This design comes from an exercise in tuning for small area and a short achievable clock period on the open sky130 flow, not from production work. In this exercise RTL edits were held to simulation tests only and were not proved equivalent to the original. Power is estimated from default activity; no workload was simulated.

`config.mk`:
```
export PLATFORM = sky130hd
export DESIGN_NAME = riscv_basic_pipeline_core
export DESIGN_NICKNAME = riscv_basic_pipeline_core
export VERILOG_FILES = /design/flow/design.v
export SDC_FILE = /design/flow/constraint.sdc
export NUM_CORES = 4
export LEC_CHECK = 0
export CAP_MARGIN = 20
export CORE_MARGIN = 2
export CORE_UTILIZATION = 45
export CTS_BUF_LIST = sky130_fd_sc_hd__clkbuf_16
export CTS_CLUSTER_DIAMETER = 80
export CTS_CLUSTER_SIZE = 25
export PLACE_DENSITY = 0.55
export SETUP_SLACK_MARGIN = 3.0
export SLEW_MARGIN = 20
export SYNTH_HIERARCHICAL = 1
export SYNTH_MINIMUM_KEEP_SIZE = 1000
```
`constraint.sdc`:
```
create_clock -name core_clock -period 8.0 [get_ports {clk}]
set_input_delay 1.6000 -clock core_clock [delete_from_list [all_inputs] [get_ports {clk}]]
set_output_delay 1.6000 -clock core_clock [all_outputs]
set_load 0.01 [all_outputs]
```
`design.v`:
```
package riscv_pkg;
   localparam logic [6:0] OP_R      = 7'b0110011;
   localparam logic [6:0] OP_I_ALU  = 7'b0010011;
   localparam logic [6:0] OP_LOAD   = 7'b0000011;
   localparam logic [6:0] OP_STORE  = 7'b0100011;
   localparam logic [6:0] OP_BRANCH = 7'b1100011;
   localparam logic [2:0] F3_ADD_SUB = 3'b000;
   localparam logic [2:0] F3_SLL     = 3'b001;
   localparam logic [2:0] F3_SLT     = 3'b010;
   localparam logic [2:0] F3_XOR     = 3'b100;
   localparam logic [2:0] F3_SRL_SRA = 3'b101;
   localparam logic [2:0] F3_OR      = 3'b110;
   localparam logic [2:0] F3_AND     = 3'b111;
   localparam logic [2:0] F3_LW      = 3'b010;
   localparam logic [2:0] F3_SW      = 3'b010;
   localparam logic [2:0] F3_BEQ     = 3'b000;
   localparam logic [6:0] F7_BASE = 7'b0000000;
   localparam logic [6:0] F7_ALT  = 7'b0100000;
   localparam logic [31:0] NOP_INSTRUCTION = 32'h0000_0013;
endpackage
module riscv_ks_add #(
   parameter int W = 32,
   parameter int L = 5       
) (
   input  logic [W-1:0] a,
   input  logic [W-1:0] x,
   input  logic         cin,
   output logic [W-1:0] s
);
   logic [W-1:0] g [0:L];
   logic [W-1:0] p [0:L];
   logic [W-1:0] b;
   always_comb begin
      b    = a ^ x;
      g[0] = a & ~x;
      p[0] = x;
      g[0][0] = (a[0] & b[0]) | (x[0] & cin);
      for (int l = 0; l < L; l++) begin
         for (int j = 0; j < W; j++) begin
            if (j >= (1 << l)) begin
               g[l+1][j] = g[l][j] | (p[l][j] & g[l][j - (1 << l)]);
               p[l+1][j] = p[l][j] & p[l][j - (1 << l)];
            end else begin
               g[l+1][j] = g[l][j];
               p[l+1][j] = p[l][j];
            end
         end
      end
      s[0] = x[0] ^ cin;
      for (int j = 1; j < W; j++) s[j] = x[j] ^ g[L][j-1];
   end
endmodule
module riscv_regfile
(
   input  logic        clk,
   input  logic        rst,
   input  logic        rd_en,      
   input  logic [4:0]  rs1_addr,
   input  logic [4:0]  rs2_addr,
   output logic [31:0] rs1_data,
   output logic [31:0] rs2_data,
   input  logic        wr_en,      
   input  logic [4:0]  wr_addr,
   input  logic [31:0] wr_data
);
   logic [31:1][31:0] regs;
   logic [31:1]       valid;
   logic [31:1]       we;
   logic [31:1]       sel1, sel2;
   logic              byp1, byp2;
   always_comb
      for (int i = 1; i < 32; i++) we[i] = wr_en && (wr_addr == i[4:0]);
   always_ff @(posedge clk)
      for (int i = 1; i < 32; i++)
         if (we[i]) regs[i] <= wr_data;
   always_ff @(posedge clk or negedge rst)
      if (!rst) valid <= '0;
      else      valid <= valid | we;
   assign byp1 = rd_en && wr_en && (wr_addr == rs1_addr);
   assign byp2 = rd_en && wr_en && (wr_addr == rs2_addr);
   always_comb
      for (int i = 1; i < 32; i++) begin
         sel1[i] = (rs1_addr == i[4:0]) && valid[i] && rd_en && !byp1;
         sel2[i] = (rs2_addr == i[4:0]) && valid[i] && rd_en && !byp2;
      end
   riscv_rf_rdmux u_rd1 (.sel(sel1), .byp(byp1), .regs(regs), .wr_data(wr_data), .data(rs1_data));
   riscv_rf_rdmux u_rd2 (.sel(sel2), .byp(byp2), .regs(regs), .wr_data(wr_data), .data(rs2_data));
endmodule
module riscv_rf_rdmux
(
   input  logic [31:1]       sel,
   input  logic              byp,
   input  logic [31:1][31:0] regs,
   input  logic [31:0]       wr_data,
   output logic [31:0]       data
);
   always_comb begin
      data = {32{byp}} & wr_data;
      for (int i = 1; i < 32; i++) data = data | ({32{sel[i]}} & regs[i]);
   end
endmodule
import riscv_pkg::*;
module riscv_basic_pipeline_core
#(
   parameter logic [31:0] INITIAL_PC = 32'h0000_0000
) (
   input  logic        clk,
   input  logic        rst,
   input  logic [31:0] instruction,
   output logic [31:0] PC,
   output logic [31:0] ALUResult,
   output logic [31:0] dAddress,
   output logic [31:0] dWriteData,
   input  logic [31:0] dReadData,
   output logic        MemRead,
   output logic        MemWrite,
   output logic [31:0] WriteBackData
);
   logic [31:1] pc_q;        
   logic [31:1] pc_id;       
   logic        kill_id;     
   logic [31:0] ex_a;        
   logic [31:0] ex_x;        
   logic [31:0] ex_rs2t;     
   logic        ex_sub;      
   logic        ex_s_add, ex_s_pass, ex_s_slt, ex_s_srl, ex_s_sll;
   logic [2:0]  ex_sh;       
   logic        ex_sra;
   logic        ex_branch;
   logic        ex_we, ex_mr, ex_mw;
   logic [4:0]  ex_rd;
   logic [31:0] mem_alu, mem_wdata;
   logic [31:1] mem_tgt;
   logic        mem_taken;
   logic        mem_we, mem_mr, mem_mw;
   logic [4:0]  mem_rd;
   logic [31:0] wb_alu;
   logic        wb_we, wb_ld;
   logic [4:0]  wb_rd;
   logic [31:0] inst;
   logic [6:0]  op;
   logic [2:0]  f3;
   logic [6:0]  f7;
   logic [31:0] rd1, rd2;
   logic [31:0] imm_i, imm_s;
   logic [31:1] tgt_id;
   logic        is_r, r_ok, is_i, is_lw, is_sw, is_beq;
   logic        d_we, d_src, d_sub, d_s_add, d_s_and, d_s_or, d_s_xor, d_s_slt;
   logic        d_s_srl, d_s_sll, d_sra;
   logic [31:0] d_a, d_ar, d_pre, d_b, d_x, d_rs2t, imm;
   logic [1:0]  d_sh8;
   assign inst  = instruction;
   assign op    = inst[6:0];
   assign f3    = inst[14:12];
   assign f7    = inst[31:25];
   assign imm_i = {{20{inst[31]}}, inst[31:20]};
   assign imm_s = {{20{inst[31]}}, inst[31:25], inst[11:7]};
   riscv_ks_add #(.W(31)) u_tgt_add (
      .a   (pc_id),
      .x   (pc_id ^ {{19{inst[31]}}, inst[31], inst[7], inst[30:25], inst[11:8]}),
      .cin (1'b0),
      .s   (tgt_id)
   );
   riscv_regfile u_regfile (
      .clk      (clk),
      .rst      (rst),
      .rd_en    (!kill_id),
      .rs1_addr (inst[19:15]),
      .rs2_addr (inst[24:20]),
      .rs1_data (rd1),
      .rs2_data (rd2),
      .wr_en    (wb_we),
      .wr_addr  (wb_rd),
      .wr_data  (WriteBackData)
   );
   always_comb begin
      is_r   = !kill_id && (op == OP_R);
      r_ok   = (f7 == F7_BASE) || (f7 == F7_ALT && (f3 == F3_ADD_SUB || f3 == F3_SRL_SRA));
      is_i   = !kill_id && (op == OP_I_ALU);
      is_lw  = !kill_id && (op == OP_LOAD)   && (f3 == F3_LW);
      is_sw  = !kill_id && (op == OP_STORE)  && (f3 == F3_SW);
      is_beq = !kill_id && (op == OP_BRANCH) && (f3 == F3_BEQ);
      d_src   = is_i || is_lw || is_sw;
      d_we    = (is_r && r_ok) || is_lw ||
                (is_i && f3 != F3_SLL && f3 != F3_SRL_SRA && f3 != 3'b011);
      d_sub   = 1'b0;
      d_s_add = 1'b0;
      d_s_and = 1'b0;
      d_s_or  = 1'b0;
      d_s_xor = 1'b0;
      d_s_slt = 1'b0;
      d_s_srl = 1'b0;
      d_s_sll = 1'b0;
      d_sra   = 1'b0;
      if (is_r && r_ok) begin
         case (f3)
            F3_ADD_SUB: begin d_s_add = 1'b1; d_sub = inst[30]; end
            F3_SLL:     d_s_sll = 1'b1;
            F3_SLT:     begin d_s_slt = 1'b1; d_sub = 1'b1; end
            F3_XOR:     d_s_xor = 1'b1;
            F3_SRL_SRA: begin d_s_srl = 1'b1; d_sra = inst[30]; end
            F3_OR:      d_s_or  = 1'b1;
            default:    d_s_and = 1'b1;
         endcase
      end else if (is_i) begin
         case (f3)
            F3_SLT:  begin d_s_slt = 1'b1; d_sub = 1'b1; end
            F3_XOR:  d_s_xor = 1'b1;
            F3_OR:   d_s_or  = 1'b1;
            F3_AND:  d_s_and = 1'b1;
            default: d_s_add = 1'b1;
         endcase
      end else begin
         d_s_add = 1'b1;
         d_sub   = is_beq;
      end
      imm    = is_sw ? imm_s : imm_i;
      for (int j = 0; j < 32; j++) d_ar[j] = d_s_sll ? rd1[31-j] : rd1[j];
      d_sh8  = (d_s_srl || d_s_sll) ? rd2[4:3] : 2'd0;
      d_pre  = 32'($signed({d_sra & rd1[31], d_ar}) >>> {d_sh8, 3'b000});
      d_b    = (d_src ? imm : rd2) ^ {32{d_sub}};
      d_x    = d_ar ^ d_b;
      d_a    = ({32{d_s_and}} & (rd1 & d_b))
             | ({32{d_s_or }} & (rd1 | d_b))
             | ({32{d_s_xor}} & (rd1 ^ d_b))
             | ({32{!(d_s_and || d_s_or || d_s_xor)}} & d_pre);
      d_rs2t = is_beq ? {tgt_id, 1'b0} : rd2;
   end
   logic [31:0] sum, shr, shl;
   logic        lt, eq;
   logic [31:2] pc_inc;
   riscv_ks_add #(.W(32)) u_alu_add (
      .a   (ex_a),
      .x   (ex_x),
      .cin (ex_sub),
      .s   (sum)
   );
   riscv_ks_add #(.W(30)) u_pc_inc (
      .a   (pc_q[31:2]),
      .x   (pc_q[31:2]),
      .cin (1'b1),
      .s   (pc_inc)
   );
   always_comb begin
      lt   = ex_x[31] ? sum[31] : ex_a[31];
      eq   = &ex_x;             
      shr  = 32'($signed({ex_sra & ex_a[31], ex_a}) >>> ex_sh);
      for (int j = 0; j < 32; j++) shl[j] = shr[31-j];
      ALUResult = ({32{ex_s_add}} & sum)
                | ({32{ex_s_pass}} & ex_a)
                | ({32{ex_s_srl}} & shr)
                | ({32{ex_s_sll}} & shl)
                | {31'd0, ex_s_slt & lt};
   end
   assign PC         = {pc_q, 1'b0};
   assign dAddress   = mem_alu;
   assign dWriteData = mem_wdata;
   assign MemRead    = mem_mr;
   assign MemWrite   = mem_mw;
   assign WriteBackData = wb_ld ? dReadData : wb_alu;
   always_ff @(posedge clk or negedge rst) begin
      if (!rst) begin
         pc_q      <= INITIAL_PC[31:1];
         kill_id   <= 1'b1;
         ex_rs2t   <= '0;
         ex_sub    <= 1'b0;
         ex_s_add  <= 1'b0;
         ex_s_pass <= 1'b0;
         ex_s_slt  <= 1'b0;
         ex_s_srl  <= 1'b0;
         ex_s_sll  <= 1'b0;
         ex_sra    <= 1'b0;
         ex_branch <= 1'b0;
         ex_we     <= 1'b0;
         ex_mr     <= 1'b0;
         ex_mw     <= 1'b0;
         mem_alu   <= '0;
         mem_wdata <= '0;
         mem_taken <= 1'b0;
         mem_we    <= 1'b0;
         mem_mr    <= 1'b0;
         mem_mw    <= 1'b0;
         wb_alu    <= '0;
         wb_we     <= 1'b0;
         wb_ld     <= 1'b0;
      end else begin
         pc_q      <= mem_taken ? mem_tgt : {pc_inc, pc_q[1]};
         kill_id   <= 1'b0;
         ex_rs2t   <= d_rs2t;
         ex_sub    <= d_sub;
         ex_s_add  <= d_s_add;
         ex_s_pass <= d_s_and || d_s_or || d_s_xor;
         ex_s_slt  <= d_s_slt;
         ex_s_srl  <= d_s_srl;
         ex_s_sll  <= d_s_sll;
         ex_sra    <= d_sra;
         ex_branch <= is_beq;
         ex_we     <= d_we && (inst[11:7] != 5'd0);
         ex_mr     <= is_lw;
         ex_mw     <= is_sw;
         mem_alu   <= ALUResult;
         mem_wdata <= ex_branch ? ~(ex_a ^ ex_x) : ex_rs2t;
         mem_taken <= ex_branch && eq;
         mem_we    <= ex_we;
         mem_mr    <= ex_mr;
         mem_mw    <= ex_mw;
         wb_alu    <= mem_alu;
         wb_we     <= mem_we;
         wb_ld     <= mem_mr;
      end
   end
   always_ff @(posedge clk) begin
      pc_id   <= pc_q;
      ex_a    <= d_a;
      ex_x    <= d_x;
      ex_sh   <= rd2[2:0];
      ex_rd   <= inst[11:7];
      mem_tgt <= ex_rs2t[31:1];
      mem_rd  <= ex_rd;
      wb_rd   <= mem_rd;
   end
endmodule
```
`flow/run.sh`:
```
#!/bin/bash
# Own layout flow: the standard flow (standard.sh), with plain buffers on the
# ports instead of the resizer's default pick, and no dummy loads in CTS.
set -e
export BUFFER_PORTS_ARGS="-buffer_cell sky130_fd_sc_hd__buf_2"
export CTS_ARGS="-sink_clustering_enable -repair_clock_nets -buf_list sky130_fd_sc_hd__clkbuf_16 -sink_clustering_size 25 -sink_clustering_max_diameter 80 -dont_use_dummy_load"
bash standard.sh > standard.log 2>&1
```
`standard.sh`:
```
#!/bin/bash
# synth_recipe.tcl (not shown) runs the flow's synth.tcl, then flattens the netlist and writes it again
# the make line also repeats each setting of config.mk as NAME=value (left out here)
make -C /OpenROAD-flow-scripts/flow DESIGN_CONFIG=/design/flow/config.mk WORK_HOME=/design/flow/orfs CLKGATE_MAP_FILE= SYNTH_SCRIPT=/design/flow/synth_recipe.tcl "${@:-finish}"
```
==> results.cfg, run 1 <==
[grt]
grt_pass1_wl_um = 332000
grt_max_degree = 134
overflow = 0
grt_use_total_pct = 33.1
first_global_vias = 43900
antenna_found_initial = 19

[synth]
synth_ff_type = edfxtp_1
synth_top_area_share_pct = 48.4
syn_inst = 4824
synthAdderAreaFrac_pct = 2.52
seq_area_frac_synth_pct = 61.6
yosys.area_share.simple_pct = 9.27
synthTopCellsByArea = edfxtp_1, a22oi_1, dfrtp_1
synthArstFlopShare_pct = 15.5
ys_warn_count = 18
synthMuxAreaShare_pct = 3.74
synth_top_family_by_area = compound AO/OA/AOI/OAI gates
synth-compound-area-share_pct = 17.1
synth-xor-area-share_pct = 2.31
synth_edf_count = 992
synthDistinctLibCells = 91
synth_top_area_cell = edfxtp_1
yosysMostFrequentCell = a22oi_1
netlist_top_cells_count = a22oi_1, edfxtp_1, nand4_1
synth.avg_cell_area_um2 = 12.7
synth_area_um2 = 61500
ys_ff_latch = 1344

[layout]
multiInputGateArea_um2 = 23100
regArea_um2 = 37900
nets = 5239
fillers = 11700
areaGrowthSynthToFinish_pct = 12.9
drive_above_1_share_pct = 19.1

[power_and_ir_drop]
power_density_nw_per_um2 = 168
p_leak_nw = 25.7
ir_drop_mv = 0.156
power.total_w = 0.0117

[cts]
cts_buffer_depth = 3
hold_buffers = 0
insertion_delay_ns = 0.75
cts_tree = done
htreeDepth = 3
cts_buffers = 79
clock-sinks = 1344
cts-root-buf = clkbuf_16
clkTransAtPathRegs_ns = 0.09

[setup_path]
start_kind = input pin
path_buf_inv = 4
path_depth = 17
worstSetupEndpointType = flip-flop
endpoint = ex_a[13]
reg2reg_depth = 18
crit_fanout = 23
crit_chain = buf_16 -> buf_4 -> buf_4 -> nor2b_2 -> nand4_1 -> nor2_4 -> buf_8 -> a22oi_1 -> nand4_1 -> or4_4 -> a21oi_4 -> xnor2_2 -> ha_1 -> nor2_1 -> a21oi_1 -> a222oi_1 -> o21ai_1
crit_start = instruction[24]
arrival_ns = 5.61
critPathTopFamily = simple AND/OR/NAND/NOR gates
r2r-start = kill_id
crit_required_ns = 8.52
crit_type = in -> reg
cpMaxStageDelayCell = a222oi_1
max_stage_delay_ns = 0.57
r2r_setup_slack_ns = 3.13
worstReg2RegEnd = ex_a[13]

[routing]
vias = 47200
drt_iter0_drc = 7835
viasPerCell = 6.90
drc = 0
drtPass1Iterations = 7
ant_nets = 0
post_drt_wl_per_cell_um = 35.7
totalWireLength_um = 244000

[placement]
hpwlAfterDp_um = 159000
gp_congestion = 0.980
io_buffers = 226
pre_cts_slack_ns = 1.23

[die]
die_y_um = 374
dieArea_um2 = 140000
row_count = 135
core_um2 = 135000
die_w_um = 374
boundaryPins = 228
start_util_pct = 45.4

[timing]
finalClockSkew_ns = 0.0897
slew_headroom_pct = 14.9
setup_ws_ns = 2.91
rsz0062_at_grt = yes
setup_tns_ns = 0
tightest_slew_ns = 1.27
hold_viol = 0
period_share_pct = 63.7
max_freq_mhz = 196
period_minus_slack_ns = 5.09
slew_viol_final = 0
setup_viol_count_final = 0

[outcome]
outcome = no timing/DRC/antenna violations

[flow_run]
maxCapViolCount = 0

[hold_path]
min_path_type = reg -> reg
cells in the final DEF (no fill, tap or decap), drive strengths merged, types with 65 or more instances in the layout:
master	instances
clkbuf	95
nand3	76
mux2	89
xnor2	132
buf	448
nand4	281
nor2	178
ha	123
o21ai	136
inv	135
a21oi	124
mux2i	96
nand2	237
a22oi	1043
dfxtp	144
or4	65
edfxtp	992
dfrtp	207
per-module statistics from Yosys (local to each module, per instance):
module | flip-flops and latches | area (um2) | times used
riscv_basic_pipeline_core | 321 | 18600 | 1
riscv_regfile | 1023 | 32100 | 1
riscv_rf_rdmux | 0 | 5380 | 2
cell families (layout without fill, tap and decap cells):
group / count (synthesis) / count (layout)
AO/OA/AOI/OAI: 1470 / 1470
XOR/XNOR: 162 / 162
adder cells (fa/ha/maj): 124 / 124
buffers and inverters: 462 / 681
flip-flops: 1344 / 1344
multiplexers: 200 / 200
other: 1 / 7
AND/OR/NAND/NOR: 1061 / 1065
repair_timing:
action,in CTS,in global routing
buffers inserted,18,55
gates resized for setup,139,198
pin swaps,27,83
setup endpoints to repair,61,53
cloned,2,20
cell type report:
type | instances | share of cell area, %
Clock buffer | 79 | 2.85
Multi-Input combinational cell | 3023 | 33.3
Inverter | 137 | 0.746
Sequential cell | 1344 | 54.6
Antenna cell | 5 | 0.0180
Timing Repair Buffer | 464 | 5.34
Tap cell | 1781 | 3.21
Timing Repair inverter | 1 | 0.00721
worst min path at each step:
stage	startpoint	endpoint	slack, ns	depth (start not counted)
2_1_floorplan	ex_rd[0]	mem_rd[0]	0.31	0
3_3_place_gp	mem_rd[3]	wb_rd[3]	0.31	0
3_5_place_dp	mem_rd[1]	wb_rd[1]	0.31	0
4_1_cts	ex_rd[2]	mem_rd[2]	0.34	0
5_1_grt	mem_rd[0]	wb_rd[0]	0.34	0
6_report	ex_rd[2]	mem_rd[2]	0.33	0
stage by stage:
step	area [um2]	cells	hold slack, ns	util, %
2_1_floorplan	61500	4825	0.310	-
3_3_place_gp	65000	6655	0.314	48.0
3_5_place_dp	65000	6655	0.312	48.0
4_1_cts	67700	6754	0.336	50.0
5_1_grt	69400	6829	0.344	51.3
6_report	69500	6834	0.335	51.3
where the power goes:
| group | switching (W) | internal (W) | total, W |
|---|---|---|---|
| Sequential | 0.0000129 | 0.00741 | 0.00743 |
| Combinational | 0.000173 | 0.0000827 | 0.000256 |
| Clock | 0.00224 | 0.00176 | 0.00400 |
| Total | 0.00243 | 0.00925 | 0.0117 |
state kept, by name (all words and copies together) (netlist names), 3 cells and up:
signal	cells
u_regfile.regs	992
u_regfile.valid	31
mem_alu	32
mem_wdata	32
wb_alu	32
pc_q	31
mem_tgt	31
ex_a	32
ex_rd	5
ex_rs2t	32
wb_rd	5
ex_sh	3
ex_x	32
mem_rd	5
pc_id	31
routing by layer:
layer / wire (um) / vias to the layer above / track usage, % / part of all wire (%)
met5: 64 / - / 0 / 0.026
met4: 13400 / 10 / 14.0 / 5.5
met3: 27700 / 582 / 8.94 / 11
met2: 110000 / 3227 / 51.2 / 45
met1: 92200 / 23700 / 44.1 / 38
li1: - / 19600 / - / -
==> inputs of run 2 (changes only) <==
--- a/design.v
+++ b/design.v
@@ -23,5 +23,5 @@
    parameter int L = 5       
 ) (
-   input  logic [W-1:0] a,
+   input  logic [W-1:0] gen,
    input  logic [W-1:0] x,
    input  logic         cin,
@@ -30,13 +30,14 @@
    logic [W-1:0] g [0:L];
    logic [W-1:0] p [0:L];
-   logic [W-1:0] b;
    always_comb begin
-      b    = a ^ x;
-      g[0] = a & ~x;
+      g[0] = gen;
       p[0] = x;
-      g[0][0] = (a[0] & b[0]) | (x[0] & cin);
+      g[0][0] = (gen[0] | x[0]) & (gen[0] | cin);
       for (int l = 0; l < L; l++) begin
          for (int j = 0; j < W; j++) begin
-            if (j >= (1 << l)) begin
+            if (l == 0 && j == 1) begin
+               g[l+1][j] = (g[l][j] | p[l][j]) & (g[l][j] | g[l][j-1]);
+               p[l+1][j] = p[l][j] & p[l][j-1];
+            end else if (j >= (1 << l)) begin
                g[l+1][j] = g[l][j] | (p[l][j] & g[l][j - (1 << l)]);
                p[l+1][j] = p[l][j] & p[l][j - (1 << l)];
@@ -81,6 +82,6 @@
    always_comb
       for (int i = 1; i < 32; i++) begin
-         sel1[i] = (rs1_addr == i[4:0]) && valid[i] && rd_en && !byp1;
-         sel2[i] = (rs2_addr == i[4:0]) && valid[i] && rd_en && !byp2;
+         sel1[i] = (rs1_addr == i[4:0]) && valid[i] && rd_en;
+         sel2[i] = (rs2_addr == i[4:0]) && valid[i] && rd_en;
       end
    riscv_rf_rdmux u_rd1 (.sel(sel1), .byp(byp1), .regs(regs), .wr_data(wr_data), .data(rs1_data));
@@ -95,7 +96,9 @@
    output logic [31:0]       data
 );
+   logic [31:0] rd;
    always_comb begin
-      data = {32{byp}} & wr_data;
-      for (int i = 1; i < 32; i++) data = data | ({32{sel[i]}} & regs[i]);
+      rd = '0;
+      for (int i = 1; i < 32; i++) rd = rd | ({32{sel[i]}} & regs[i]);
+      data = byp ? wr_data : rd;
    end
 endmodule
@@ -120,7 +123,8 @@
    logic [31:1] pc_id;       
    logic        kill_id;     
-   logic [31:0] ex_a;        
+   logic [31:0] ex_g;        
    logic [31:0] ex_x;        
-   logic [31:0] ex_rs2t;     
+   logic [31:0] ex_rs2;      
+   logic [31:1] ex_tgt;      
    logic        ex_sub;      
    logic        ex_s_add, ex_s_pass, ex_s_slt, ex_s_srl, ex_s_sll;
@@ -148,5 +152,5 @@
    logic        d_we, d_src, d_sub, d_s_add, d_s_and, d_s_or, d_s_xor, d_s_slt;
    logic        d_s_srl, d_s_sll, d_sra;
-   logic [31:0] d_a, d_ar, d_pre, d_b, d_x, d_rs2t, imm;
+   logic [31:0] d_g, d_ar, d_pre, d_b, d_x, imm, imm_b;
    logic [1:0]  d_sh8;
    assign inst  = instruction;
@@ -156,7 +160,8 @@
    assign imm_i = {{20{inst[31]}}, inst[31:20]};
    assign imm_s = {{20{inst[31]}}, inst[31:25], inst[11:7]};
+   assign imm_b = {{19{inst[31]}}, inst[31], inst[7], inst[30:25], inst[11:8], 1'b0};
    riscv_ks_add #(.W(31)) u_tgt_add (
-      .a   (pc_id),
-      .x   (pc_id ^ {{19{inst[31]}}, inst[31], inst[7], inst[30:25], inst[11:8]}),
+      .gen (pc_id & imm_b[31:1]),
+      .x   (pc_id ^ imm_b[31:1]),
       .cin (1'b0),
       .s   (tgt_id)
@@ -220,10 +225,9 @@
       d_pre  = 32'($signed({d_sra & rd1[31], d_ar}) >>> {d_sh8, 3'b000});
       d_b    = (d_src ? imm : rd2) ^ {32{d_sub}};
-      d_x    = d_ar ^ d_b;
-      d_a    = ({32{d_s_and}} & (rd1 & d_b))
+      d_x    = d_ar ^ d_b;      
+      d_g    = ({32{d_s_add || d_s_slt || d_s_and}} & (rd1 & d_b))
              | ({32{d_s_or }} & (rd1 | d_b))
-             | ({32{d_s_xor}} & (rd1 ^ d_b))
-             | ({32{!(d_s_and || d_s_or || d_s_xor)}} & d_pre);
-      d_rs2t = is_beq ? {tgt_id, 1'b0} : rd2;
+             | ({32{d_s_xor}} & d_x)
+             | ({32{d_s_srl || d_s_sll}} & d_pre);
    end
    logic [31:0] sum, shr, shl;
@@ -231,5 +235,5 @@
    logic [31:2] pc_inc;
    riscv_ks_add #(.W(32)) u_alu_add (
-      .a   (ex_a),
+      .gen (ex_g),
       .x   (ex_x),
       .cin (ex_sub),
@@ -237,5 +241,5 @@
    );
    riscv_ks_add #(.W(30)) u_pc_inc (
-      .a   (pc_q[31:2]),
+      .gen (30'd0),
       .x   (pc_q[31:2]),
       .cin (1'b1),
@@ -243,10 +247,10 @@
    );
    always_comb begin
-      lt   = ex_x[31] ? sum[31] : ex_a[31];
+      lt   = ex_x[31] ? sum[31] : ex_g[31];
       eq   = &ex_x;             
-      shr  = 32'($signed({ex_sra & ex_a[31], ex_a}) >>> ex_sh);
+      shr  = 32'($signed({ex_sra & ex_g[31], ex_g}) >>> ex_sh);
       for (int j = 0; j < 32; j++) shl[j] = shr[31-j];
       ALUResult = ({32{ex_s_add}} & sum)
-                | ({32{ex_s_pass}} & ex_a)
+                | ({32{ex_s_pass}} & ex_g)
                 | ({32{ex_s_srl}} & shr)
                 | ({32{ex_s_sll}} & shl)
@@ -263,5 +267,5 @@
          pc_q      <= INITIAL_PC[31:1];
          kill_id   <= 1'b1;
-         ex_rs2t   <= '0;
+         ex_rs2    <= '0;
          ex_sub    <= 1'b0;
          ex_s_add  <= 1'b0;
@@ -287,5 +291,5 @@
          pc_q      <= mem_taken ? mem_tgt : {pc_inc, pc_q[1]};
          kill_id   <= 1'b0;
-         ex_rs2t   <= d_rs2t;
+         ex_rs2    <= rd2;
          ex_sub    <= d_sub;
          ex_s_add  <= d_s_add;
@@ -300,5 +304,5 @@
          ex_mw     <= is_sw;
          mem_alu   <= ALUResult;
-         mem_wdata <= ex_branch ? ~(ex_a ^ ex_x) : ex_rs2t;
+         mem_wdata <= ex_rs2;
          mem_taken <= ex_branch && eq;
          mem_we    <= ex_we;
@@ -312,9 +316,10 @@
    always_ff @(posedge clk) begin
       pc_id   <= pc_q;
-      ex_a    <= d_a;
+      ex_g    <= d_g;
       ex_x    <= d_x;
       ex_sh   <= rd2[2:0];
       ex_rd   <= inst[11:7];
-      mem_tgt <= ex_rs2t[31:1];
+      ex_tgt  <= tgt_id;
+      mem_tgt <= ex_tgt;
       mem_rd  <= ex_rd;
       wb_rd   <= mem_rd;
==> results.cfg, run 2 <==
[die]
dieArea_um2 = 136000
die_w_um = 369
boundaryPins = 228
start_util_pct = 45.5
row_count = 133
die_y_um = 369
core_um2 = 132000

[timing]
finalClockSkew_ns = 0.0886
period_share_pct = 64.4
rsz0062_at_grt = yes
tightest_slew_ns = 1.26
period_minus_slack_ns = 5.15
setup_ws_ns = 2.85
hold_viol = 0
max_freq_mhz = 194
setup_viol_count_final = 0
slew_viol_final = 0
setup_tns_ns = 0
slew_headroom_pct = 15.9

[setup_path]
start_kind = flip-flop
cpMaxStageDelayCell = a222oi_1
crit_type = reg -> out
worstSetupEndpointType = output port
crit_chain = buf_12 -> mux2_2 -> o21ai_2 -> o21ai_1 -> a222oi_1 -> o21ai_1 -> buf_2
crit_fanout = 8
max_stage_delay_ns = 0.95
reg2reg_depth = 14
crit_required_ns = 6.40
cpMostUsedCell = o21ai_1
path_depth = 7
path_buf_inv = 2
critPathTopFamily = compound AO/OA/AOI/OAI gates
arrival_ns = 3.55

[synth]
synth_ff_type = edfxtp_1
seq_area_frac_synth_pct = 64.2
synth_area_um2 = 60000
synth_top_area_cell = edfxtp_1
synth_edf_count = 992
synth_top_area_share_pct = 49.7
synthArstFlopShare_pct = 15.1
netlist_top_cells_count = edfxtp_1, a22oi_1, a221oi_1
synthTopCellsByArea = edfxtp_1, dfrtp_1, dfxtp_1
ys_warn_count = 18
ys_ff_latch = 1375
syn_inst = 4381
yosysMostFrequentCell = edfxtp_1
synth.avg_cell_area_um2 = 13.7
synthDistinctLibCells = 97

[routing]
viasPerCell = 6.95
vias = 44000
drtPass1Iterations = 10
ant_nets = 0
post_drt_wl_per_cell_um = 35.9
drc = 0
totalWireLength_um = 227000
drt_iter0_drc = 6763

[layout]
fillers = 11400
drive_above_1_share_pct = 16.6
top_register = u_regfile.regs
regArea_um2 = 38500
nets = 4680
post-route-util_pct = 50.0
mostFrequentLayoutCells = edfxtp_1, a22oi_1, a221oi_1, a22o_1, buf_2
multiInputGateArea_um2 = 20300
layout_commonest_cell = edfxtp_1
areaGrowthSynthToFinish_pct = 9.84
largest_register_ff_count = 992

[hold_path]
hold_depth = 0
min_path_type = reg -> reg

[grt]
overflow = 0
grt_max_degree = 147
grtUsageMet2_pct = 46.5
antenna_found_initial = 9
first_global_vias = 41300
gr-usage-met3_pct = 6.83
busiest_layer = met1
grt_use_total_pct = 32.5
grt_pass1_wl_um = 315000
met1_usage_pct = 47.0

[cts]
clock-sinks = 1375
clkTransAtPathRegs_ns = 0.10
cts_buffer_depth = 3
cts_buffers = 80
cts_tree = done
cts-root-buf = clkbuf_16
htreeDepth = 3
insertion_delay_ns = 0.75

[placement]
hpwlAfterDp_um = 142000
pre_cts_slack_ns = 1.92
gp_congestion = 0.939
io_buffers = 226

[flow_run]
maxCapViolCount = 0

[power_and_ir_drop]
ir_drop_mv = 0.189
power_density_nw_per_um2 = 180
p_leak_nw = 22.3

[outcome]
outcome = no timing/DRC/antenna violations
run 2: path summary, 6_finish.rpt:
kind,startpoint,end,slack (ns)
worst max register to register,kill_id,ex_g[14],3.24
worst min-delay path,ex_tgt[22],mem_tgt[22],0.31
max in group asynchronous,rst,u_regfile.valid[9],5.71
worst min register to register,ex_tgt[22],mem_tgt[22],0.31
worst max-delay path,ex_sh[1],ALUResult[4],2.85
min in group asynchronous,rst,ex_rs2[29],0.85
run 2: final cells by class:
cell class	count	share of cell area, %
antenna	4	0.0152
clock buffer	80	3.04
inverter	38	0.228
multi-input combinational	2675	30.8
sequential	1375	58.5
tap	1755	3.33
timing repair buffer	409	4.05
timing repair inverter	2	0.0152
run 2: metrics by stage:
stage | total power, W | area, um2 | std cells | hold slack [ns]
3_5_place_dp | 0.00795 | 63100 | 6207 | 0.312
3_3_place_gp | 0.00795 | 63100 | 6207 | 0.310
4_1_cts | 0.0119 | 65300 | 6298 | 0.308
2_1_floorplan | 0.00784 | 60000 | 4382 | 0.310
5_1_grt | 0.0122 | 65900 | 6336 | 0.315
6_report | 0.0119 | 65900 | 6338 | 0.305
run 2: cell families after synthesis:
| logic type | after synthesis | share of synthesized area [%] |
|---|---|---|
| and+or+nand+nor | 736 | 6.42 |
| adders and majority gates | 33 | 0.701 |
| DFF | 1375 | 64.2 |
| other | 1 | 0.00625 |
| muxes | 153 | 2.88 |
| AOI/OAI and AO/OA | 1576 | 20.2 |
| xor gates and xnor gates | 175 | 2.71 |
| buffers and inverters | 332 | 2.90 |
run 2: modules after synthesis, one instance, submodules excluded:
module	copies in the design	cells inside
riscv_regfile	1	1217
riscv_basic_pipeline_core	1	1682
riscv_rf_rdmux	2	741
run 2: where the power goes:
group | internal [W] | switching [W]
clock | 0.00178 | 0.00229
combinational | 0.0000545 | 0.000135
sequential | 0.00758 | 0.0000183
run 2: repair_timing:
item | 4_1_cts | 5_1_grt
setup endpoints to repair | 44 | 47
pin swaps | 14 | 15
gates resized for setup | 39 | 75
hold buffers | 0 | 0
buffers inserted | 10 | 30
gates cloned | 1 | 4
run 2: metal layers:
| layer | up-vias | part of all wire (%) |
|---|---|---|
| li1 | 18300 | - |
| met1 | 22600 | 42 |
| met2 | 2819 | 42 |
| met3 | 408 | 11 |
| met4 | 2 | 5.0 |
| met5 | - | 0.0057 |
==> inputs of run 3 (changes only) <==
--- a/config.mk
+++ b/config.mk
@@ -8,9 +8,9 @@
 export CAP_MARGIN = 20
 export CORE_MARGIN = 2
-export CORE_UTILIZATION = 45
+export CORE_UTILIZATION = 55
 export CTS_BUF_LIST = sky130_fd_sc_hd__clkbuf_16
 export CTS_CLUSTER_DIAMETER = 80
 export CTS_CLUSTER_SIZE = 25
-export PLACE_DENSITY = 0.55
+export PLACE_DENSITY = 0.65
 export SETUP_SLACK_MARGIN = 3.0
 export SLEW_MARGIN = 20
==> results.cfg, run 3 <==
[outcome]
outcome = no timing/DRC/antenna violations

[setup_path]
crit_fanout = 8
cpMaxStageDelayCell = dfxtp_1
crit_required_ns = 6.40
max_stage_delay_ns = 0.49
r2r_setup_slack_ns = 3.31
crit_chain = a21oi_1 -> nor3b_1 -> a211o_1 -> o211ai_4 -> a31oi_4 -> a311o_1 -> a21oi_2 -> mux2_4 -> o211ai_1 -> buf_2
crit_type = reg -> out
worstSetupEndpointType = output port
arrival_ns = 3.51
start_kind = flip-flop

[grt]
busiest_layer = met2
first_global_vias = 41900
gr-usage-met3_pct = 9.29
grt_max_degree = 142
overflow = 0
grt_use_total_pct = 37.1
met1_usage_pct = 52.0
antenna_found_initial = 7
grt_pass1_wl_um = 298000
grtUsageMet2_pct = 54.2

[placement]
place_inst = 5869
io_buffers = 226
gp_congestion = 0.980
hpwlAfterDp_um = 133000
pre_cts_slack_ns = 2.06

[routing]
drtPass1Iterations = 9
drc = 0
vias = 44100
viasPerCell = 7.40
post_drt_wl_per_cell_um = 35.6
totalWireLength_um = 212000
ant_nets = 0
drt_iter0_drc = 7598

[synth]
synthTopCellsByArea = edfxtp_1, dfrtp_1, dfxtp_1
netlist_top_cells_count = edfxtp_1, a22oi_1, a221oi_1
synth.avg_cell_area_um2 = 13.7
synthDistinctLibCells = 97
synth_top_area_cell = edfxtp_1
seq_area_frac_synth_pct = 64.2
synth_ff_type = edfxtp_1
synth_top_area_share_pct = 49.7
synth_area_um2 = 60000
ys_warn_count = 18
yosysMostFrequentCell = edfxtp_1
syn_inst = 4381
synth_edf_count = 992
synthArstFlopShare_pct = 15.1
ys_ff_latch = 1375

[hold_path]
min_path_type = reg -> reg

[power_and_ir_drop]
p_leak_nw = 22.0
ir_drop_mv = 0.160
power_density_nw_per_um2 = 178

[cts]
htreeDepth = 3
cts_buffer_depth = 3
clkTransAtPathRegs_ns = 0.10
cts_buffers = 68
cts-root-buf = clkbuf_16
cts_tree = done
insertion_delay_ns = 0.68
clock-sinks = 1375

[layout]
top_register = u_regfile.regs
nets = 4639
instances_no_fill = 5956
mostFrequentLayoutCells = edfxtp_1, a22oi_1, a221oi_1, a22o_1, buf_2
drive_above_1_share_pct = 15.2
layout_commonest_cell = edfxtp_1
areaGrowthSynthToFinish_pct = 7.84
fillers = 8466
largest_register_ff_count = 992

[die]
boundaryPins = 228
dieArea_um2 = 112000
core_um2 = 109000
die_w_um = 334
die_y_um = 334
start_util_pct = 55.2
row_count = 121

[timing]
hold_viol = 0
period_minus_slack_ns = 5.11
period_share_pct = 63.9
rsz0062_at_grt = yes
finalClockSkew_ns = 0.0556
whs_ns = 0.327
tightest_slew_ns = 1.25
slew_viol_final = 0
setup_tns_ns = 0
max_freq_mhz = 196
setup_viol_count_final = 0
setup_ws_ns = 2.89
slew_headroom_pct = 16.9

[flow_run]
maxCapViolCount = 0
==> run 3: cell counts after synthesis <==
Identical to the previous run, type by type.
==> run 3: path summary, 6_finish.rpt <==
path,start,endpoint,cells after the start
max reg2reg,kill_id,ex_g[9],12
max in group asynchronous,rst,u_regfile.valid[7],2
min,ex_tgt[1],mem_tgt[1],0
max,ex_g[6],ALUResult[29],10
min in group asynchronous,rst,wb_alu[26],1
min reg2reg,ex_tgt[1],mem_tgt[1],0
==> run 3: logic make-up after synthesis <==
family	Yosys count	synth area share, %
buf+inv	332	2.90
xor+xnor	175	2.71
flops	1375	64.2
fa+ha+maj	33	0.701
mux	153	2.88
compound gates	1576	20.2
other cells	1	0.00625
simple gates	736	6.42
==> run 3: timing repair <==
action,CTS,global route
gates cloned,1,1
resized for setup,28,31
hold buffers,0,0
hold endpoints to repair,0,0
buffers inserted,7,6
endpoints found under the setup margin,30,26
pin swaps,9,16
==> run 3: power by group <==
| part | switching (W) | total, W | leakage [nW] | internal [W] |
|---|---|---|---|---|
| Sequential | 0.0000178 | 0.00760 | 12.2 | 0.00758 |
| Clock | 0.00219 | 0.00371 | 0.838 | 0.00153 |
| Combinational | 0.000131 | 0.000184 | 8.89 | 0.0000537 |
| Total | 0.00233 | 0.0115 | 22.0 | 0.00917 |
==> run 3: metrics by stage <==
stage	total power (W)	utilization (%)	instance area (um2)
global placement	0.00794	57.7	62700
CTS	0.0115	59.4	64500
finish	0.0115	59.6	64700
floorplan	0.00784	-	60000
detailed placement	0.00794	57.7	62700
global route	0.0118	59.6	64700
==> run 3: worst max-delay path: cells and delay by family, from the launching register on <==
kind,cells,cell delay [ns]
AO/OA/AOI/OAI,7,1.77
flip-flops,1,0.49
multiplexers,1,0.32
buffers and inverters,1,0.18
AND/OR/NAND/NOR,1,0.09
==> run 3: area by class of cell <==
type	count	area, um2	area share [%]
flip-flops and latches	1375	38500	59.6
multi-input cells	2675	20100	31.2
repair buffers	380	2350	3.63
well taps	1414	1770	2.74
clock buffers	68	1700	2.63
inverters	38	150	0.232
repair inverters	2	10.0	0.0155
diodes	4	10.0	0.0155
==> run 3: routing by layer <==
layer / vias up / wire length (um)
li1: 18100 / -
met1: 22300 / 81900
met2: 3203 / 91500
met3: 505 / 26700
met4: 8 / 11600
met5: - / 48
==> run 3: modules after synthesis (local to each module, per instance) <==
module / copies in the design / area, um2 / cells / flops+latches
riscv_rf_rdmux: 2 / 5630 / 741 / 0
riscv_regfile: 1 / 31700 / 1217 / 1023
riscv_basic_pipeline_core: 1 / 17000 / 1682 / 352
==> inputs of run 4 (changes only) <==
--- a/config.mk
+++ b/config.mk
@@ -8,9 +8,9 @@
 export CAP_MARGIN = 20
 export CORE_MARGIN = 2
-export CORE_UTILIZATION = 55
+export CORE_UTILIZATION = 65
 export CTS_BUF_LIST = sky130_fd_sc_hd__clkbuf_16
 export CTS_CLUSTER_DIAMETER = 80
 export CTS_CLUSTER_SIZE = 25
-export PLACE_DENSITY = 0.65
+export PLACE_DENSITY = 0.75
 export SETUP_SLACK_MARGIN = 3.0
 export SLEW_MARGIN = 20
==> results.cfg, run 4 <==
[die]
die_y_um = 308
row_count = 111
core_um2 = 91500
dieArea_um2 = 94700
start_util_pct = 65.5
boundaryPins = 228
die_w_um = 308

[layout]
areaGrowthSynthToFinish_pct = 7.15
fillers = 6229
regArea_um2 = 38500
n_antenna_cell = 0
multiInputGateArea_um2 = 20100
final_area_um2 = 64300
drive_above_1_share_pct = 14.9
mostFrequentLayoutCells = edfxtp_1, a22oi_1, a221oi_1, a22o_1, buf_2
layout_commonest_cell = edfxtp_1
top_register = u_regfile.regs
nets = 4632
largest_register_ff_count = 992

[synth]
netlist_top_cells_count = edfxtp_1, a22oi_1, a221oi_1
yosysMostFrequentCell = edfxtp_1
synth_top_area_cell = edfxtp_1
ys_warn_count = 18
synthDistinctLibCells = 97
synth_edf_count = 992
synthArstFlopShare_pct = 15.1
synth_ff_type = edfxtp_1
synth_area_um2 = 60000
synth_top_area_share_pct = 49.7
synthTopCellsByArea = edfxtp_1, dfrtp_1, dfxtp_1
seq_area_frac_synth_pct = 64.2
syn_inst = 4381
ys_ff_latch = 1375
synth.avg_cell_area_um2 = 13.7

[cts]
insertion_delay_ns = 0.67
hold_buffers = 0
cts-root-buf = clkbuf_16
clock-sinks = 1375
cts_tree = done
cts_buffers = 66
htreeDepth = 3
clkTransAtPathRegs_ns = 0.10
cts_buffer_depth = 3

[timing]
max_freq_mhz = 195
slew_headroom_pct = 18.2
tightest_slew_ns = 1.23
setup_tns_ns = 0
setup_ws_ns = 2.87
rsz0062_at_grt = yes
hold_viol = 0
whs_ns = 0.315
setup_viol_count_final = 0
slew_viol_final = 0
period_share_pct = 64.1
finalClockSkew_ns = 0.0641
period_minus_slack_ns = 5.13

[placement]
pre_cts_slack_ns = 2.01
io_buffers = 226
hpwlAfterDp_um = 128000
gp_congestion = 1.01
dpl_cell_area_um2 = 62300

[power_and_ir_drop]
power.total_w = 0.0114
ir_drop_mv = 0.195
p_leak_nw = 21.9
power_density_nw_per_um2 = 178

[setup_path]
critPathTopFamily = compound AO/OA/AOI/OAI gates
crit_type = reg -> out
arrival_ns = 3.53
cpMaxStageDelayCell = a311o_1
crit_chain = a211oi_2 -> o21ai_1 -> a211o_1 -> o211ai_4 -> a31oi_4 -> a311o_1 -> a21oi_2 -> mux2_1 -> o211ai_1 -> buf_2
crit_fanout = 6
crit_required_ns = 6.40
max_stage_delay_ns = 0.43
start_kind = flip-flop
worstSetupEndpointType = output port
path_buf_inv = 1
r2r_setup_slack_ns = 3.27

[routing]
drtPass1Iterations = 10
drc = 0
viasPerCell = 7.88
totalWireLength_um = 206000
post_drt_wl_per_cell_um = 36.0
drt_iter0_drc = 8540
ant_nets = 0
vias = 45100

[hold_path]
min_path_type = reg -> reg

[grt]
grt_use_total_pct = 42.5
grt_max_degree = 115
antenna_found_initial = 3
overflow = 0
grt_pass1_wl_um = 290000
first_global_vias = 42600

[outcome]
outcome = no timing/DRC/antenna violations

[flow_run]
maxCapViolCount = 0
==> run 4: changes by cell type in the layout (fill, tap and decap cells not counted), sizes merged <==
| cell | change |
|---|---|
| buf | -7 |
| diode | -4 |
==> run 4: repair_timing <==
item                                   CTS  global route
pin swaps                                5            14
endpoints found under the hold margin    0             0
buffers inserted                         5            13
gates resized for setup                 22            41
setup endpoints to repair               45            48
gates cloned                             1             2
==> run 4: area by class of cell <==
type                    count  area share (%)
repair buffers            375            3.61
repair inverters            2          0.0156
flip-flops and latches   1375            60.0
multi-input cells        2675            31.3
inverters                  38           0.234
well taps                1186            2.31
clock buffers              66            2.57
==> run 4: path summary, 6_finish.rpt <==
kind,start,to,cells past startpoint
setup / recovery,ex_g[8],ALUResult[29],10
min in group asynchronous,rst,mem_wdata[20],1
setup reg to reg,kill_id,ex_g[2],15
max in group asynchronous,rst,u_regfile.valid[19],2
hold reg to reg,ex_tgt[3],mem_tgt[3],0
hold / removal,ex_tgt[3],mem_tgt[3],0
==> run 4: logic make-up after synthesis <==
| kind of cell | after synthesis | synth area share [%] |
|---|---|---|
| AND/OR/NAND/NOR | 736 | 6.42 |
| adder cells (fa/ha/maj) | 33 | 0.701 |
| multiplexers | 153 | 2.88 |
| other | 1 | 0.00625 |
| flip-flops | 1375 | 64.2 |
| buffers and inverters | 332 | 2.90 |
| AO/OA/AOI/OAI | 1576 | 20.2 |
| XOR/XNOR | 175 | 2.71 |
==> run 4: modules after synthesis, one instance, submodules excluded <==
module	cells	area, um2	flops+latches
riscv_regfile	1217	31700	1023
riscv_basic_pipeline_core	1682	17000	352
riscv_rf_rdmux	741	5630	0
==> run 4: routing by layer <==
metal,vias to the layer above,GRT usage [%],routed length (um)
met4,2,24.9,14300
met5,-,0,13
met2,4156,60.4,86800
li1,18200,-,-
met3,756,13.1,32200
met1,22000,58.1,72400
==> run 4: metrics by stage <==
step / utilization [%] / std cells
6_report: 70.2 / 5717
5_1_grt: 70.2 / 5717
2_1_floorplan: - / 4382
3_5_place_dp: 68.0 / 5630
3_3_place_gp: 68.0 / 5630
4_1_cts: 70.0 / 5702
==> run 4: worst reg2reg max path, stage by stage, from the launching register on <==
cell and delay, ns:
dfstp_2 0.65, inv_1 0.20, nand2b_1 0.21, nor3_1 0.09
and3_2 0.47, buf_4 0.36, a22o_1 0.24, a221oi_1 0.36
nand4_1 0.42, o32a_1 0.55, mux2i_1 0.47, mux2i_1 0.14
o21ai_0 0.18, a21oi_1 0.06, a21oi_1 0.13, o21ai_0 0.08
==> run 4: report_power, final <==
group | internal (W) | switching [W]
clock network | 0.00149 | 0.00214
registers | 0.00758 | 0.0000173
logic | 0.0000536 | 0.000131
total | 0.00912 | 0.00229
==> inputs of run 5 (changes only) <==
--- a/design.v
+++ b/design.v
@@ -128,5 +128,5 @@
    logic [31:1] ex_tgt;      
    logic        ex_sub;      
-   logic        ex_s_add, ex_s_pass, ex_s_slt, ex_s_srl, ex_s_sll;
+   logic        ex_s_add, ex_s_slt, ex_s_srl, ex_s_sll;
    logic [2:0]  ex_sh;       
    logic        ex_sra;
@@ -252,5 +252,4 @@
       for (int j = 0; j < 32; j++) shl[j] = shr[31-j];
       ALUResult = ({32{ex_s_add}} & sum)
-                | ({32{ex_s_pass}} & ex_g)
                 | ({32{ex_s_srl}} & shr)
                 | ({32{ex_s_sll}} & shl)
@@ -270,5 +269,4 @@
          ex_sub    <= 1'b0;
          ex_s_add  <= 1'b0;
-         ex_s_pass <= 1'b0;
          ex_s_slt  <= 1'b0;
          ex_s_srl  <= 1'b0;
@@ -294,7 +292,6 @@
          ex_sub    <= d_sub;
          ex_s_add  <= d_s_add;
-         ex_s_pass <= d_s_and || d_s_or || d_s_xor;
          ex_s_slt  <= d_s_slt;
-         ex_s_srl  <= d_s_srl;
+         ex_s_srl  <= d_s_srl || d_s_and || d_s_or || d_s_xor;
          ex_s_sll  <= d_s_sll;
          ex_sra    <= d_sra;
@@ -318,5 +315,5 @@
       ex_g    <= d_g;
       ex_x    <= d_x;
-      ex_sh   <= rd2[2:0];
+      ex_sh   <= (d_s_srl || d_s_sll) ? rd2[2:0] : 3'd0;
       ex_rd   <= inst[11:7];
       ex_tgt  <= tgt_id;
--- a/config.mk
+++ b/config.mk
@@ -8,9 +8,9 @@
 export CAP_MARGIN = 20
 export CORE_MARGIN = 2
-export CORE_UTILIZATION = 65
+export CORE_UTILIZATION = 55
 export CTS_BUF_LIST = sky130_fd_sc_hd__clkbuf_16
 export CTS_CLUSTER_DIAMETER = 80
 export CTS_CLUSTER_SIZE = 25
-export PLACE_DENSITY = 0.75
+export PLACE_DENSITY = 0.65
 export SETUP_SLACK_MARGIN = 3.0
 export SLEW_MARGIN = 20
==> results.cfg, run 5 <==
[outcome]
outcome = no timing/DRC/antenna violations

[cts]
clock-sinks = 1374
insertion_delay_ns = 0.70
hold_buffers = 0
cts_buffer_depth = 3
cts_tree = done
cts-root-buf = clkbuf_16
htreeDepth = 3
cts_buffers = 69
clkTransAtPathRegs_ns = 0.10

[power_and_ir_drop]
ir_drop_mv = 0.165
power_density_nw_per_um2 = 175
p_leak_nw = 22.3
power.total_w = 0.0115

[layout]
top_register = u_regfile.regs
layout_commonest_cell = edfxtp_1
final_area_um2 = 65800
nets = 4773
drive_above_1_share_pct = 15.3
post-route-util_pct = 60.3
mostFrequentLayoutCells = edfxtp_1, a22oi_1, a221oi_1, a22o_1, buf_2
areaGrowthSynthToFinish_pct = 8.42
largest_register_ff_count = 992

[grt]
grt_max_degree = 116
overflow = 0
grt_pass1_wl_um = 308000
first_global_vias = 43000
grt_use_total_pct = 38.1
antenna_found_initial = 6

[setup_path]
arrival_ns = 5.71
crit_fanout = 31
start_kind = input pin
crit_type = in -> reg
worstSetupEndpointType = flip-flop
crit_required_ns = 8.57

[synth]
synthTopCellsByArea = edfxtp_1, dfrtp_1, dfxtp_1
synth_top_area_share_pct = 49.1
synth_edf_count = 992
netlist_top_cells_count = edfxtp_1, a22oi_1, a221oi_1
synth_area_um2 = 60700
yosysMostFrequentCell = edfxtp_1
synthDistinctLibCells = 96
ys_ff_latch = 1374
synth_ff_type = edfxtp_1
synthArstFlopShare_pct = 15.1
seq_area_frac_synth_pct = 63.4
syn_inst = 4511
ys_warn_count = 18
synth_top_area_cell = edfxtp_1
synth.avg_cell_area_um2 = 13.5

[die]
start_util_pct = 55.6
die_w_um = 336
dieArea_um2 = 113000
die_y_um = 336
core_um2 = 109000
boundaryPins = 228
row_count = 121

[timing]
slew_headroom_pct = 14.5
period_minus_slack_ns = 5.14
tightest_slew_ns = 1.28
finalClockSkew_ns = 0.0795
setup_ws_ns = 2.86
slew_viol_final = 0
max_freq_mhz = 195
rsz0062_at_grt = yes
period_share_pct = 64.2
hold_viol = 0
setup_tns_ns = 0
setup_viol_count_final = 0

[routing]
totalWireLength_um = 220000
drc = 0
drtPass1Iterations = 7
post_drt_wl_per_cell_um = 35.8
vias = 45800
viasPerCell = 7.44
drt_iter0_drc = 7086
ant_nets = 0

[placement]
dpl_cell_area_um2 = 63500
io_buffers = 226
pre_cts_slack_ns = 1.60
hpwlAfterDp_um = 141000
gp_congestion = 1.01

[flow_run]
maxCapViolCount = 0

[hold_path]
min_path_type = reg -> reg
run 5: cell count changes after synthesis, sizes merged, moves of 12 or more:
cell,previous run,this run
o21ai,166,116
a211o,4,18
inv,38,59
o211ai,13,31
nor3,23,49
o31ai,5,21
a222oi,25,10
and2,10,22
xor2,91,58
a21oi,200,153
nand3,84,118
run 5: cell families after synthesis:
family                     after synthesis  synth area share [%]
adders and majority gates               33                 0.693
AOI/OAI and AO/OA                     1593                  20.5
xor gates and xnor gates               147                  2.12
other                                    1               0.00618
DFF                                   1374                  63.4
and+or+nand+nor                        853                  7.50
buffers and inverters                  365                  3.01
muxes                                  145                  2.76
run 5: cell type report:
class                           count  area [um2]
Fill cell                        8534       43400
Sequential cell                  1374       38500
Multi-Input combinational cell   2777       21000
Timing Repair Buffer              389        2490
Tap cell                         1476        1850
Clock buffer                       69        1730
Inverter                           62         246
Antenna cell                        4        10.0
Timing Repair inverter              1        5.00
run 5: per-stage QoR:
stage          hold WS [ns]  std cells
6_report              0.287       6152
5_1_grt               0.294       6148
4_1_cts               0.290       6132
3_5_place_dp          0.312       6054
3_3_place_gp          0.310       6054
2_1_floorplan         0.310       4512
run 5: worst paths after layout:
path / start / to / slack, ns / cells past startpoint
worst max register to register: kill_id / ex_g[0] / 3.26 / 13
worst min-delay path: ex_tgt[10] / mem_tgt[10] / 0.29 / 0
min in group asynchronous: rst / wb_alu[27] / 1.00 / 1
max in group asynchronous: rst / wb_alu[7] / 5.69 / 2
worst min register to register: ex_tgt[10] / mem_tgt[10] / 0.29 / 0
worst max-delay path: instruction[22] / ex_g[22] / 2.86 / 13
run 5: routing by layer:
metal  vias to the layer above  global-route usage [%]  share of wire (%)
met5                         -                       0              0.015
met4                         4                    22.7                6.8
met3                       662                    8.54                 12
met2                      3454                    55.8                 43
met1                     22900                    52.2                 38
li1                      18800                       -                  -
run 5: report_power, final:
| group | internal (W) | switching, W |
|---|---|---|
| Clock | 0.00155 | 0.00218 |
| Combinational | 0.0000567 | 0.000144 |
| Sequential | 0.00758 | 0.0000179 |
| Total | 0.00919 | 0.00234 |
run 5: critical path: stages:
cell	delay [ns]
buf_2	0.24
and2_1	0.25
and3_1	0.40
and3_1	0.33
buf_4	0.59
a221oi_1	0.21
nand3_1	0.18
o32a_1	0.55
o21ai_0	0.30
a211o_1	0.38
and2_1	0.17
a221o_1	0.31
nand2b_1	0.13
run 5: modules after synthesis (local to each module, per instance):
| module | flops+latches | times used | cell area [um2] |
|---|---|---|---|
| riscv_regfile | 1023 | 1 | 31700 |
| riscv_rf_rdmux | 0 | 2 | 5630 |
| riscv_basic_pipeline_core | 351 | 1 | 17700 |
run 5: what timing repair did:
item                                   in CTS  in global routing
pin swaps                                   8                 12
cloned                                      3                  3
endpoints found under the hold margin       0                  0
gates resized for setup                    49                 44
setup endpoints to repair                  43                 42
setup buffers                               6                 11

## re-timing with driven ports
The results above use ideal ports. As a check the final layouts listed here were re-extracted and re-timed, cells and wires unchanged. Step 1 sets driving cells, clkbuf_16 on the clock port and buf_2 on the other inputs (assumed; they add their load-dependent delay and slew). Step 2 adds t to the input delays and takes it off the output delays; t is the mean of the earliest and latest rising clock arrival at the registers after step 1. Input paths then give back, and output paths get back, about the clock's delay inside the block. a / b / c = ideal ports / drivers / drivers and shift; a / b = the first two.
run | t (ns) | slack for setup (ns) | hold WS [ns] | latest minus earliest clock arrival (ns) | worst data-port slew with drivers (ns)
run 1 | 0.791 | 2.907 / 2.898 / 2.107 | 0.335 / 0.335 / 0.335 | 0.090 / 0.091 | 0.14
run 2 | 0.779 | 2.846 / 2.769 / 2.170 | 0.305 / 0.305 / 0.305 | 0.090 / 0.090 | 0.09
run 3 | 0.737 | 2.886 / 2.806 / 2.283 | 0.327 / 0.327 / 0.327 | 0.055 / 0.056 | 0.09
run 4 | 0.712 | 2.873 / 2.800 / 2.164 | 0.315 / 0.315 / 0.315 | 0.067 / 0.066 | 0.08
run 5 | 0.733 | 2.860 / 2.903 / 2.170 | 0.287 / 0.287 / 0.287 | 0.083 / 0.084 | 0.05
After both steps setup and hold are still met in every run listed. The setup slack of run 1, which loses most, moves by -0.009 ns with the drivers and by -0.800 ns with both steps.
